Source: an optimization exercise on an open RTL-to-GDS flow (aim: small area). Production flows keep margins and buffers that such runs may drop.
In this exercise RTL edits were held to simulation tests only and were not proved equivalent to the original.
Power is estimated from default activity; no workload was simulated.

== job 103 ==
==> module regfile, before the edit <==
module regfile (
	input  logic                clk,
	input  logic                arst_n,
	input  logic                wr_en,
	input  cpu16_pkg::reg_idx_t wr_idx,
	input  cpu16_pkg::word_t    wr_data,
	input  cpu16_pkg::reg_idx_t rd_a_idx,
	input  cpu16_pkg::reg_idx_t rd_b_idx,
	output cpu16_pkg::word_t    rd_a_data,
	output cpu16_pkg::word_t    rd_b_data
);
	cpu16_pkg::word_t     regs [16];
	logic [16-1:0] valid;
	logic [16-1:0] sel_a;
	logic [16-1:0] sel_b;
	logic [16-1:0] sel_w;
	for (genvar i = 0; i < 16; i++)
	begin : g_reg
		assign sel_w[i] = wr_en && (wr_idx == i);
		assign sel_a[i] = valid[i] && (rd_a_idx == i);
		assign sel_b[i] = valid[i] && (rd_b_idx == i);
		always_ff @(posedge clk or negedge arst_n)
		begin
			if (!arst_n)
				valid[i] <= 1'b0;
			else if (sel_w[i])
				valid[i] <= 1'b1;
		end
		always_ff @(posedge clk)
		begin
			if (sel_w[i])
				regs[i] <= wr_data;
		end
	end
	for (genvar j = 0; j < 16; j++)
	begin : g_read
		logic [16-1:0] col;
		for (genvar i = 0; i < 16; i++)
		begin : g_col
			assign col[i] = regs[i][j];
		end
		assign rd_a_data[j] = |(col & sel_a);
		assign rd_b_data[j] = |(col & sel_b);
	end
endmodule
==> flow/config.mk <==
export PLATFORM = sky130hd
export DESIGN_NAME = exec_core
export DESIGN_NICKNAME = exec_core
export VERILOG_FILES = /design/flow/design.v
export SDC_FILE = /design/flow/constraint.sdc
export NUM_CORES = 4
export LEC_CHECK = 0
export ABC_AREA = 1
export CAP_MARGIN = 20
export CORE_MARGIN = 2
export CORE_UTILIZATION = 40
export CTS_BUF_LIST = sky130_fd_sc_hd__clkbuf_8
export CTS_CLUSTER_DIAMETER = 60
export CTS_CLUSTER_SIZE = 16
export SETUP_SLACK_MARGIN = 0.3
export SLEW_MARGIN = 20
==> flow/constraint.sdc <==
create_clock -name core_clock -period 11.0 [get_ports {clk}]
set_input_delay 2.2000 -clock core_clock [delete_from_list [all_inputs] [get_ports {clk}]]
set_output_delay 2.2000 -clock core_clock [all_outputs]
set_load 0.01 [all_outputs]
standard.sh (not shown) runs the stock make flow with config.mk's settings and CLKGATE_MAP_FILE= SYNTH_SCRIPT=/design/flow/synth_recipe.tcl, a recipe that flattens the netlist after the stock synthesis.
==> flow/flow/run.sh <==
#!/bin/bash
# The standard layout, with two changes: ABC maps the logic with an area-oriented script
# (flow/abc.script), and the port buffers are the smallest buffer cell.
set -euo pipefail
here=$(pwd)
rm -rf "$here/scripts_own"
cp -r "$FLOW_HOME/scripts" "$here/scripts_own"
cp "$here/flow/abc.script" "$here/scripts_own/abc_area.script"
cp "$here/flow/abc.script" "$here/scripts_own/abc_speed.script"
export SCRIPTS_DIR="$here/scripts_own"
export BUFFER_PORTS_ARGS="-buffer_cell sky130_fd_sc_hd__buf_1"
bash standard.sh > "$here/layout_make.log" 2>&1
==> flow/flow/abc.script <==
strash
&get -n
&st
&dch
&nf -R 1000
&put
topo
stime -c
buffer -c
upsize -c
dnsize -c
The inputs of job 101 differ from those of job 103 as listed below.
-- flow/design.v --
<<< job 103, line 122
	begin : g_read
		logic [16-1:0] col;
		for (genvar i = 0; i < 16; i++)
		begin : g_col
			assign col[i] = regs[i][j];
		end
		assign rd_a_data[j] = |(col & sel_a);
		assign rd_b_data[j] = |(col & sel_b);
	end
endmodule
>>> job 101, line 122
	begin : g_read
		logic [16-1:0] col;
		logic [16-1:0] term_a, term_b;
		logic [5:0]           grp_a, grp_b;
		for (genvar i = 0; i < 16; i++)
		begin : g_col
			assign col[i] = regs[i][j];
		end
		assign term_a = col & sel_a;
		assign term_b = col & sel_b;
		for (genvar k = 0; k < 5; k++)
		begin : g_grp
			assign grp_a[k] = |term_a[3*k +: 3];
			assign grp_b[k] = |term_b[3*k +: 3];
		end
		assign grp_a[5] = term_a[15];
		assign grp_b[5] = term_b[15];
		assign rd_a_data[j] = (grp_a[0] | grp_a[1] | grp_a[2]) | (grp_a[3] | grp_a[4] | grp_a[5]);
		assign rd_b_data[j] = (grp_b[0] | grp_b[1] | grp_b[2]) | (grp_b[3] | grp_b[4] | grp_b[5]);
	end
endmodule
Findings:
- When job 101 is measured against job 103, its proportion of cell area occupied by multi-input gates turns out 0.43 points higher.
- Between job 103 and job 101, the layout filler cell count does not differ in any meaningful way.
- Per the comparison of job 101 with job 103, number of standard cells in the final layout excluding fillers shrank by 77, HPWL reported at the end of detailed placement saw a decrease, area growth from synthesis to final layout down 2.3 points, utilization moved down, worst setup margin lost 81 ps.
- Job 103 → job 101: fraction of power consumed by combinational cells flat; wire length after detailed routing now smaller; count of clock-buffer cells in the layout lost 4.
- Sort job 103 and job 101 by via density per instance desc -> top: job 101

[re-timing with driven ports]
The results above use ideal ports. As a check the final layouts listed here were re-extracted and re-timed, cells and wires unchanged. Step 1 (the two cells are an assumption about what drives the block):
set clk [get_ports {clk}]
set_driving_cell -lib_cell sky130_fd_sc_hd__clkbuf_16 $clk
set_driving_cell -lib_cell sky130_fd_sc_hd__buf_2 [delete_from_list [all_inputs] $clk]
Step 2 moves the port delays by t, midway between the first and last clock arrival at a register: inputs arrive t later, outputs are due t later. That takes back most of the time a late clock gives input paths. Three values: no drivers, after step 1, after step 2; two values: the first two.
run | t (ns) | setup slack, ns | worst setup path after step 2 | worst register clock-pin slew, ns
job 103 | 0.602 | 0.689 / 0.667 / 0.667 | input to output | 0.10 / 0.10
job 101 | 0.605 | 0.608 / 0.562 / 0.562 | input to output | 0.10 / 0.10
After both steps setup and hold are still met in every run listed. The setup slack of job 101, which loses most, moves by -0.046 ns with the drivers and by -0.046 ns with both steps.
